What follows belongs to an exercise in optimizing a design on an open flow for small area and a short achievable clock period; a production flow would make more cautious choices.
The RTL was checked by simulation tests, not by an equivalence proof against the original design.
Power figures rest on the tool's default switching activity, not on a simulated workload.

==> design/flow/design.v <==
package trace_pkg;
    localparam int TRACE_XLEN   = 32;
    localparam int TRACE_REG_AW = 5;
    typedef enum logic [1:0] {
        IDLE    = 2'd0,
        CAPTURE = 2'd1,
        POST    = 2'd2,
        DONE    = 2'd3
    } trace_state_t;
    typedef struct packed {
        logic [TRACE_XLEN-1:0]   pc;
        logic [TRACE_REG_AW-1:0] rd;
        logic [TRACE_XLEN-1:0]   data;
    } trace_entry_t;
endpackage
module trace_ram
#(
    parameter int DEPTH = 64,
    parameter int AW    = $clog2(DEPTH),
    parameter int W     = trace_pkg::TRACE_XLEN+trace_pkg::TRACE_REG_AW+trace_pkg::TRACE_XLEN
) (
    input  logic          clk_i,
    input  logic          we_i,
    input  logic [AW-1:0] waddr_i,
    input  logic [W-1:0]  wdata_i,
    input  logic [AW-1:0] raddr_i,
    output logic [W-1:0]  rdata_o
);
    logic [W-1:0] mem_q [0:DEPTH-1];
    always_ff @(posedge clk_i) begin
        if (we_i) begin
            mem_q[waddr_i] <= wdata_i;
        end
    end
    assign rdata_o = mem_q[raddr_i];
endmodule
module pipeline_trace_buffer
#(
    parameter int XLEN      = trace_pkg::TRACE_XLEN,
    parameter int REG_AW    = trace_pkg::TRACE_REG_AW,
    parameter int DEPTH     = 64,
    parameter int POST_TRIG = 32
) (
    input  logic                     CLK,
    input  logic                     RST,
    input  logic                     wb_valid,
    input  logic                     wb_we,
    input  logic [XLEN-1:0]          wb_pc,
    input  logic [REG_AW-1:0]        wb_rd,
    input  logic [XLEN-1:0]          wb_data,
    input  logic                     cfg_mode,
    input  logic                     arm,
    input  logic                     stop,
    input  logic [XLEN-1:0]          trig_pc,
    input  logic                     rd_ready,
    output logic                     rd_valid,
    output logic [XLEN-1:0]          rd_pc,
    output logic [REG_AW-1:0]        rd_rd,
    output logic [XLEN-1:0]          rd_data,
    output logic [$clog2(DEPTH):0]   count,
    output logic                     overflow,
    output logic [1:0]               state
);
    localparam int PW = $clog2(DEPTH);
    localparam int CW = PW + 1;
    localparam int EW = XLEN + REG_AW + XLEN;
    localparam int QW = $clog2(POST_TRIG);
    localparam logic [CW-1:0] FULL = CW'(DEPTH);
    trace_pkg::trace_state_t  state_q, state_d;
    logic [PW-1:0] wr_ptr_q, wr_ptr_d;
    logic [PW-1:0] rp1_q, rp1_d;           
    logic [CW-1:0] count_q, count_d;
    logic [QW-1:0] post_cnt_q, post_cnt_d;
    logic          overflow_q, overflow_d;
    logic          rvalid_q, rvalid_d;
    logic [EW-1:0] head_q, head_d;         
    logic [EW-1:0] out_q, out_d;           
    logic          qual, full, empty, in_cap, is_done, wr_en, pop, trig_hit, post_last, fill_end;
    logic          go_done, stay_done, adv;
    logic [EW-1:0] wr_entry, nxt_entry;
    assign qual    = wb_valid & wb_we & (wb_rd != '0);
    assign full    = count_q[PW];
    assign empty   = (count_q == '0);
    assign in_cap  = (state_q == trace_pkg::CAPTURE) || (state_q == trace_pkg::POST);
    assign is_done = (state_q == trace_pkg::DONE);
    assign wr_en   = in_cap & ~arm & qual & ~(cfg_mode & full);
    assign pop     = rvalid_q & ~arm & rd_ready;
    assign trig_hit = wr_en & (state_q == trace_pkg::CAPTURE) & (wb_pc == trig_pc);
    assign post_last = (state_q == trace_pkg::POST) & wr_en & (post_cnt_q == QW'(POST_TRIG - 1));
    assign fill_end  = in_cap & ~arm & cfg_mode & (full | (wr_en & (count_q == FULL - 1'b1)));
    assign go_done   = in_cap & ~arm & (stop | fill_end | post_last);
    assign stay_done = rvalid_q & ~arm & ~(pop & (count_q == CW'(1)));
    assign wr_entry  = {wb_pc, wb_rd, wb_data};
    trace_ram #(
        .DEPTH (DEPTH),
        .AW    (PW),
        .W     (EW)
    ) u_ram (
        .clk_i   (CLK),
        .we_i    (wr_en),
        .waddr_i (wr_ptr_q),
        .wdata_i (wr_entry),
        .raddr_i (rp1_q),
        .rdata_o (nxt_entry)
    );
    assign adv = pop | (wr_en & full);
    always_comb begin
        head_d = head_q;
        if (wr_en & empty) head_d = wr_entry;
        else if (adv)      head_d = nxt_entry;
    end
    assign rvalid_d = (go_done & (~empty | wr_en)) | stay_done;
    assign out_d    = rvalid_d ? head_d : '0;
    always_ff @(posedge CLK) begin
        head_q <= head_d;
    end
    always_ff @(posedge CLK or posedge RST) begin
        if (RST) begin
            state_q    <= trace_pkg::IDLE;
            wr_ptr_q   <= '0;
            rp1_q      <= PW'(1);
            count_q    <= '0;
            post_cnt_q <= '0;
            overflow_q <= 1'b0;
            rvalid_q   <= 1'b0;
            out_q      <= '0;
        end else begin
            state_q    <= state_d;
            wr_ptr_q   <= wr_ptr_d;
            rp1_q      <= rp1_d;
            count_q    <= count_d;
            post_cnt_q <= post_cnt_d;
            overflow_q <= overflow_d;
            rvalid_q   <= rvalid_d;
            out_q      <= out_d;
        end
    end
    always_comb begin
        state_d = state_q;
        unique case (state_q)
            trace_pkg::IDLE: begin
                if (arm) state_d = trace_pkg::CAPTURE;
            end
            trace_pkg::CAPTURE, trace_pkg::POST: begin
                if (arm)                                state_d = trace_pkg::CAPTURE;
                else if (stop || fill_end || post_last) state_d = trace_pkg::DONE;
                else if (trig_hit)                      state_d = trace_pkg::POST;
            end
            trace_pkg::DONE: begin
                if (arm)                                                state_d = trace_pkg::CAPTURE;
                else if (empty || (pop && count_q == CW'(1)))            state_d = trace_pkg::IDLE;
            end
            default: state_d = trace_pkg::IDLE;
        endcase
    end
    always_comb begin
        wr_ptr_d   = wr_ptr_q;
        rp1_d      = rp1_q;
        count_d    = count_q;
        post_cnt_d = post_cnt_q;
        overflow_d = overflow_q;
        if (arm) begin
            wr_ptr_d   = '0;
            rp1_d      = PW'(1);
            count_d    = '0;
            post_cnt_d = '0;
            overflow_d = 1'b0;
        end else begin
            if (wr_en) begin
                wr_ptr_d = wr_ptr_q + 1'b1;
                if (full) overflow_d = 1'b1;
                else      count_d    = count_q + 1'b1;
                if (state_q == trace_pkg::POST) post_cnt_d = post_cnt_q + 1'b1;
            end
            if (trig_hit) post_cnt_d = '0;
            if (adv) rp1_d = rp1_q + 1'b1;
            if (pop) count_d = count_q - 1'b1;
        end
    end
    assign rd_valid = rvalid_q;
    assign {rd_pc, rd_rd, rd_data} = out_q;
    assign count    = count_q;
    assign overflow = overflow_q;
    assign state    = state_q;
endmodule
==> design/flow/run.sh <==
#!/bin/bash
# synth_recipe.tcl (not shown) runs the flow's synth.tcl, then flattens the netlist and writes it again
# the make line also repeats each setting of config.mk as NAME=value (left out here)
make -C /OpenROAD-flow-scripts/flow DESIGN_CONFIG=/design/flow/config.mk WORK_HOME=/design/flow/orfs CLKGATE_MAP_FILE= SYNTH_SCRIPT=/design/flow/synth_recipe.tcl finish
==> design/flow/config.mk <==
export PLATFORM = sky130hd
export DESIGN_NAME = pipeline_trace_buffer
export DESIGN_NICKNAME = pipeline_trace_buffer
export VERILOG_FILES = /design/flow/design.v
export SDC_FILE = /design/flow/constraint.sdc
export NUM_CORES = 4
export LEC_CHECK = 0
export CAP_MARGIN = 20
export CORE_MARGIN = 2
export CORE_UTILIZATION = 30
export SLEW_MARGIN = 20
export SYNTH_MEMORY_MAX_BITS = 8192
==> design/flow/constraint.sdc <==
create_clock -name core_clock -period 6.0 [get_ports {CLK}]
set_input_delay 1.2000 -clock core_clock [delete_from_list [all_inputs] [get_ports {CLK}]]
set_output_delay 1.2000 -clock core_clock [all_outputs]
set_load 0.01 [all_outputs]
==> results of run 1 <==
layout by cell type (no fill, tap or decap), types with 88 or more instances in the layout:
master and instances:
mux2i_1 562, a211oi_1 100, edfxtp_1 4416, buf_4 290, mux4_2 873, clkdlybuf4s50_1 119
nor2_1 122, o22ai_1 95, nand2_1 474, a21oi_1 120, clkbuf_1 111, dfrtp_1 92
clkbuf_16 457, nand3_1 88
area by class of cell:
class                   count  area [um^2]  share of cell area
repair buffers            543         5050              0.0248
clock buffers             605        12400              0.0607
flip-flops and latches   4582       136000               0.670
inverters                  12         62.6            0.000307
multi-input cells        3400        37600               0.185
clock inverters           234         2320              0.0114
diodes                     18         45.0            0.000221
well taps                7782         9740              0.0478
registers in the layout, indices dropped and copies added (netlist names):
register,count
count_q,7
head_q,69
out_q,69
overflow_q,1
post_cnt_q,5
rp1_q,6
rvalid_q,1
state_q,2
u_ram.mem_q,4416
wr_ptr_q,6
final timing paths:
path	from	end	slack, ns	depth (start not counted)
setup / recovery	rp1_q[0]	out_q[17]	1.37	7
hold / removal	head_q[25]	head_q[25]	0.46	2
setup reg to reg	rp1_q[0]	out_q[17]	1.37	7
hold reg to reg	head_q[25]	head_q[25]	0.46	2
max in group asynchronous	RST	out_q[7]	3.95	3
min in group asynchronous	RST	post_cnt_q[4]	0.79	2
worst reg2reg max path, cell delays in order, from the launching register on:
cell	delay (ns)
dfstp_4	1.34
or3b_4	0.79
buf_12	0.34
o22ai_1	0.34
a2111oi_1	0.87
a221o_1	0.49
o211ai_1	0.16
and2_1	0.16
routing by layer:
metal,part of all wire,global-route usage,vias up
met2,0.47,0.285,5281
met3,0.094,0.0338,983
li1,-,-,36365
met5,0.00032,0,-
met4,0.049,0.0773,24
met1,0.39,0.239,49480
power breakdown:
| part | internal (mW) | switching, mW |
|---|---|---|
| sequential | 35.4 | 0.333 |
| combinational | 1.70 | 2.67 |
| clock | 15.8 | 12.2 |
| total | 52.9 | 15.2 |
cell usage after synthesis, types with 29 or more instances:
master,count,area share
o221ai_1,62,0.0031
a211o_1,33,0.0016
dfxtp_1,69,0.0079
o21ai_0,63,0.0018
buf_2,142,0.0040
nor2_1,196,0.0042
a31oi_1,65,0.0023
clkbuf_1,207,0.0044
nand3_1,88,0.0025
a32oi_1,29,0.0014
a211oi_1,100,0.0043
buf_1,48,0.0010
a22oi_1,56,0.0024
nor3_1,36,0.0010
xor2_1,41,0.0020
edfxtp_1,4416,0.75
nand2_1,477,0.010
mux4_2,873,0.11
dfrtp_1,96,0.014
and2_1,78,0.0028
buf_4,73,0.0031
mux2i_1,563,0.032
o22ai_1,95,0.0034
nor2b_1,39,0.0014
a221oi_1,74,0.0037
a22o_1,30,0.0015
nor4_1,35,0.0012
a21oi_1,120,0.0034
a311oi_1,29,0.0014
logic make-up after synthesis:
family	count (synthesis)	synth area share
multiplexers	1454	0.145
adder cells (fa/ha/maj)	12	0.000854
XOR/XNOR	49	0.00244
buffers and inverters	505	0.0143
AND/OR/NAND/NOR	1038	0.0269
flip-flops	4582	0.776
AO/OA/AOI/OAI	847	0.0349
metrics by stage:
step / setup slack [ns] / power [mW]
floorplan: -0.0371 / 38.7
global route: 1.26 / 70.0
global placement: 1.09 / 40.7
detailed placement: 1.06 / 40.8
finish: 1.37 / 68.2
CTS: 1.44 / 68.5
==> flow_summary.yaml, run 1 <==
outcome:
  status: "complete, no violations"
worst_setup_path:
  crit_chain: "or3b_4 -> buf_12 -> o22ai_1 -> a2111oi_1 -> a221o_1 -> o211ai_1 -> and2_1"
  slowest_delay_ns: 1.34
  start_kind: "flop"
  crit_required_ns: 6.88
  cp_data_arrival_time_ns: 5.50
  crit_slowest_cell: "dfstp_4"
  end_kind: "flop"
  crit_fanout: 42
  criticalPathCategory: "reg2reg"
  cp_top_family: "compound AO/OA/AOI/OAI gates"
  critical_path_buf_inv_count: 1
grt:
  antenna_found_initial: 65
  grt_pass1_wl_mm: 749
  grt_max_degree: 127
  grt_pass1_vias: 91847
  grt_overflow: 0
  grt_use_total: 0.179
cts:
  insertion_delay_ns: 1.03
  cts-buffers-inserted: 450
  cts_buffer_depth: 4
  clk_pin_slew_ns: 0.07
  cts_resized: 0
  htreeDepth: 5
  ctsHoldBuffers: 0
  clockRootBuffer: "clkbuf_16"
  clock_sink_count: 4582
  cts_tree: "done"
  post-cts-setup-buffer-count: 0
yosys:
  syn_area_per_cell_um2: 20.7
  synthCells: 8487
  synth_ff_type: "edfxtp_1"
  syn_area_um2: 176000
  async_flop_share: 0.0212
  synth_cell_type_count: 69
  synth.net_count: 8608
  ys_seq_area_frac: 0.776
  ys_seq_elements: 4582
  synth_edf_count: 4416
  yosys_warnings: 2
detailed_routing:
  postRouteAntennaNets: 0
  routed-via-count: 92133
  first_pass_iters: 7
  wl_per_cell_um: 31.9
  post-route-drc-count: 0
  drt_wl_total_mm: 548
  drt_iter0_drc: 12730
  via_per_inst: 5.36
sta:
  max_freq_mhz: 216
  min_period_ns: 4.63
  setup_tns_ns: 0
  hold_viol: 0
  slew_viol_final: 0
  rsz0062_at_grt: "no"
  finClkSkew_ns: 0.0834
  tightest_slew_ns: 1.16
  setup_violations: 0
  fin_crit_sh: 0.771
  fin_hold_ws_ns: 0.459
  slew_headroom: 0.223
floorplanning:
  num_io_pins: 189
  die_x_um: 770
  die_area_um2: 592000
  initial_core_util: 0.301
  die_y_um: 770
  core-area_um2: 585000
  rows: 281
finish:
  final_util: 0.348
  syn_to_final_growth_pct: 15.8
  layout.cells.non_filler: 17176
  fillers: 53765
  fin_nets: 9110
  drive_gt1_frac: 0.223
  finalInstanceArea_um2: 204000
power_and_ir_drop:
  irDropWorstVdd_uv: 253
  power.density_nw_per_um2: 335
  p_leak_nw: 64.8
hold_path:
  hold_path_class: "reg2reg"
placement:
  place_area_um2: 189000
  gp_congestion: 0.853
  io_buffer_count: 188
  dp_hpwl_mm: 317
  placed_cells: 16319
flow_run:
  drv_cap: 0
==> inputs of run 2 (changes only) <==
--- a/design/flow/config.mk
+++ b/design/flow/config.mk
@@ -10,2 +10,3 @@
 export CORE_UTILIZATION = 30
+export SETUP_SLACK_MARGIN = 2.6
 export SLEW_MARGIN = 20
==> run 2 against run 1 <==
  * Routed wire length rose by 3.9%
  * Combinational power rose by 4%
  * Via count rose by 1.5%
  * Core utilization rose by 0.42 points
  * Count of clock-buffer cells in the layout fell by 38
  * Synthesized cell count did not move
  * Critical path depth rose by 3
  * Die area did not move
  * Final cell count rose by 0.38%
  * Fmax rose by 34%
  * Register-to-register slack improved by 1.2 ns
  * First-iteration DRC count rose by 8.9%
==> flow_summary.yaml, run 2 <==
sta:
  tightest_slew_ns: 1.04
  min_period_ns: 3.46
  finClkSkew_ns: 0.0783
  setup_slack_ns: 2.54
  rsz0062_at_grt: "yes"
  fin_hold_ws_ns: 0.460
  slew_headroom: 0.305
  setup_violations: 0
  max_freq_mhz: 289
  setup_tns_ns: 0
  hold_viol: 0
  fin_crit_sh: 0.576
  slew_viol_final: 0
cts:
  clk_pin_slew_ns: 0.06
  cts_tree: "done"
  cts-buffers-inserted: 441
  insertion_delay_ns: 1.04
  ctsHoldBuffers: 0
  clock_sink_count: 4582
  htreeDepth: 5
  cts_buffer_depth: 4
  clockRootBuffer: "clkbuf_16"
floorplanning:
  rows: 281
  die_y_um: 770
  die_area_um2: 592000
  core-area_um2: 585000
  num_io_pins: 189
  initial_core_util: 0.301
  die_x_um: 770
hold_path:
  min-delay-start: "head_q[25]"
  hold_path_end: "head_q[25]"
  worstHoldPathCells: 2
  hold_path_class: "reg2reg"
worst_setup_path:
  crit_chain: "buf_12 -> buf_16 -> buf_12 -> mux4_2 -> nor2_1 -> nor2_1 -> a211oi_1 -> nor4_1 -> or3_1 -> and2_1"
  reg2reg_depth: 10
  criticalPathCategory: "reg2reg"
  cp_top_family: "simple AND/OR/NAND/NOR gates"
  start_kind: "flop"
  crit_required_ns: 6.93
  cp_data_arrival_time_ns: 4.38
  crit_fanout: 20
  critical_path_buf_inv_count: 3
  worst-path-stages: 10
  reg2reg_slack_ns: 2.54
  crit_slowest_cell: "dfstp_4"
  end_kind: "flop"
  r2r_end: "out_q[42]"
  slowest_delay_ns: 0.74
  regToRegStartpoint: "rp1_q[0]"
grt:
  grt_use_met1: 0.244
  grt.busiest_layer: "met2"
  grt_use_met2: 0.295
  grt_max_degree: 115
  grt_pass1_wl_mm: 767
  grt_pass1_vias: 92369
  grt_use_total: 0.184
  antenna_found_initial: 55
  grt_overflow: 0
  use_met3: 0.0369
detailed_routing:
  post-route-drc-count: 0
  wl_per_cell_um: 33.0
  drt_iter0_drc: 13858
  routed-via-count: 93545
  postRouteAntennaNets: 0
  drt_wl_total_mm: 569
  via_per_inst: 5.43
  first_pass_iters: 8
placement:
  io_buffer_count: 188
  place_ws_ns: 0.773
  placed_cells: 16316
  gp_congestion: 0.858
  place_area_um2: 189000
  dp_hpwl_mm: 312
yosys:
  yosys_warnings: 2
  syn_area_per_cell_um2: 20.7
  synth_ff_type: "edfxtp_1"
  synth_cell_type_count: 69
  yosys.area.top_type: "edfxtp_1"
  synthTopCellsByCount: "edfxtp_1 (4416), mux4_2 (873), mux2i_1 (563)"
  syn_area_um2: 176000
  ys_top_cells_by_area: "edfxtp_1 (75%), mux4_2 (11%), mux2i_1 (3.2%)"
  synth.most_common_cell: "edfxtp_1"
  synth.net_count: 8608
  synth_edf_count: 4416
  ys_seq_area_frac: 0.776
  synthCells: 8487
  ys_seq_elements: 4582
  async_flop_share: 0.0212
  synth_top_cell_area_share: 0.754
finish:
  regMostFlops: "u_ram.mem_q"
  drive_gt1_frac: 0.237
  layout_common_cells: "edfxtp_1 (4416), mux4_2 (873), mux2i_1 (561), nand2_1 (472), clkbuf_16 (459)"
  syn_to_final_growth_pct: 17.2
  final_util: 0.352
  finalInstanceArea_um2: 206000
  largest_registers: "u_ram.mem_q (4416), head_q (69), out_q (69)"
  layout.cells.non_filler: 17241
  largest_reg_flops: 4416
  fin_nets: 9193
  final_common_cell: "edfxtp_1"
  fillers: 53434
power_and_ir_drop:
  power.density_nw_per_um2: 330
  comb_power_share: 0.067
  p_sw_frac: 0.224
  p_leak_nw: 66.0
  intPower_mw: 52.9
  power_switching_mw: 15.2
  power_mw: 68.1
  clockPowerShare: 0.409
  seqPwrFrac: 0.524
  irDropWorstVdd_uv: 280
flow_run:
  drv_cap: 0
outcome:
  status: "complete, no violations"
==> run 2: cell count changes in the layout (fill, tap and decap cells not counted), moves of 16 or more <==
cell             delta
buf_16             +30
buf_4              -47
buf_6              +55
clkbuf_8           -17
clkdlybuf4s50_1    -47
clkinv_1           +16
dfrtp_1            -34
dfrtp_2            +33
dlygate4sd2_1      +43
==> run 2: final cells by class <==
cell class / instances / area [um^2] / area share
antenna: 10 / 25.0 / 0.000121
tap: 7782 / 9740 / 0.0472
clock inverter: 253 / 2530 / 0.0123
inverter: 12 / 67.6 / 0.000328
timing repair buffer: 631 / 7310 / 0.0355
multi-input combinational: 3404 / 38100 / 0.185
sequential: 4582 / 136000 / 0.662
clock buffer: 567 / 11800 / 0.0573
==> run 2: power by group through the flow <==
stage	Clock [mW]	Combinational, mW	Sequential, mW
CTS	28.1	4.48	35.7
global route	29.3	4.81	35.7
global placement	0	4.20	36.4
finish	27.8	4.55	35.7
floorplan	0	2.48	36.2
detailed placement	0	4.26	36.4
==> run 2: how the worst max path moves through the flow <==
| stage | slack [ns] | end | startpoint |
|---|---|---|---|
| final | 2.54 | out_q[42] | rp1_q[0] |
| after detailed placement | 0.77 | out_q[55] | arm |
| after global placement | 0.74 | u_ram.mem_q[48][34] | arm |
| after CTS | 2.39 | out_q[38] | rp1_q[0] |
| after global routing | 2.51 | out_q[42] | rp1_q[0] |
| after floorplan | 1.59 | u_ram.mem_q[31][0] | arm |
==> run 2: metal layers <==
layer  vias to the layer above  share of wire
met4                        20          0.049
li1                      36516              -
met5                         -        0.00024
met1                     50287           0.38
met3                       988           0.10
met2                      5734           0.47
==> run 2: worst min-delay path, cell delays in order, from the launching register on <==
cell     delay, ns
dfxtp_1       0.31
nand2_1       0.04
nand4_1       0.07
==> run 2: cells by family (layout without fill, tap and decap cells) <==
| family | count (synthesis) | count (layout) | synth area share |
|---|---|---|---|
| flip-flops | 4582 | 4582 | 0.776 |
| multiplexers | 1454 | 1454 | 0.145 |
| AND/OR/NAND/NOR | 1038 | 1042 | 0.0269 |
| AO/OA/AOI/OAI | 847 | 847 | 0.0349 |
| buffers and inverters | 505 | 1463 | 0.0143 |
| XOR/XNOR | 49 | 49 | 0.00244 |
| adder cells (fa/ha/maj) | 12 | 12 | 0.000854 |
| other | 0 | 10 | 0 |
==> run 2: what timing repair did <==
item	in CTS	in global routing
buffers inserted	48	14
gates resized for setup	250	70
gates cloned	20	13
pin swaps	11	7
hold endpoints to repair	0	0
endpoints found under the setup margin	4623	728

-- separate check: timing with driven ports --
Ports are ideal in the flow. The routed layouts listed here were re-timed in OpenROAD.
Step 1 sets driving cells, clkbuf_16 on the clock port and buf_2 on the other inputs (assumed; they add their load-dependent delay and slew).
Step 2 times the ports against the registers' clock, not the clock port: input delays grow and output delays shrink by t, the midpoint of the rising clock arrivals with the driver on.
Slacks: ideal ports / drivers / drivers and shift; pairs: ideal ports / drivers.
run | t (ns) | setup WS [ns] | hold WS [ns] | latest minus earliest clock arrival (ns) | worst data-port slew with drivers (ns)
run 1 | 1.109 | 1.373 / 1.373 / 0.854 | 0.459 / 0.459 / 0.459 | 0.093 / 0.093 | 0.33
run 2 | 1.126 | 2.543 / 2.539 / 1.680 | 0.460 / 0.440 / 0.460 | 0.078 / 0.079 | 0.29
After both steps setup and hold are still met in every run listed. For run 2, which loses most, drivers alone change the setup slack by -0.004 ns; drivers and shift together by -0.863 ns.
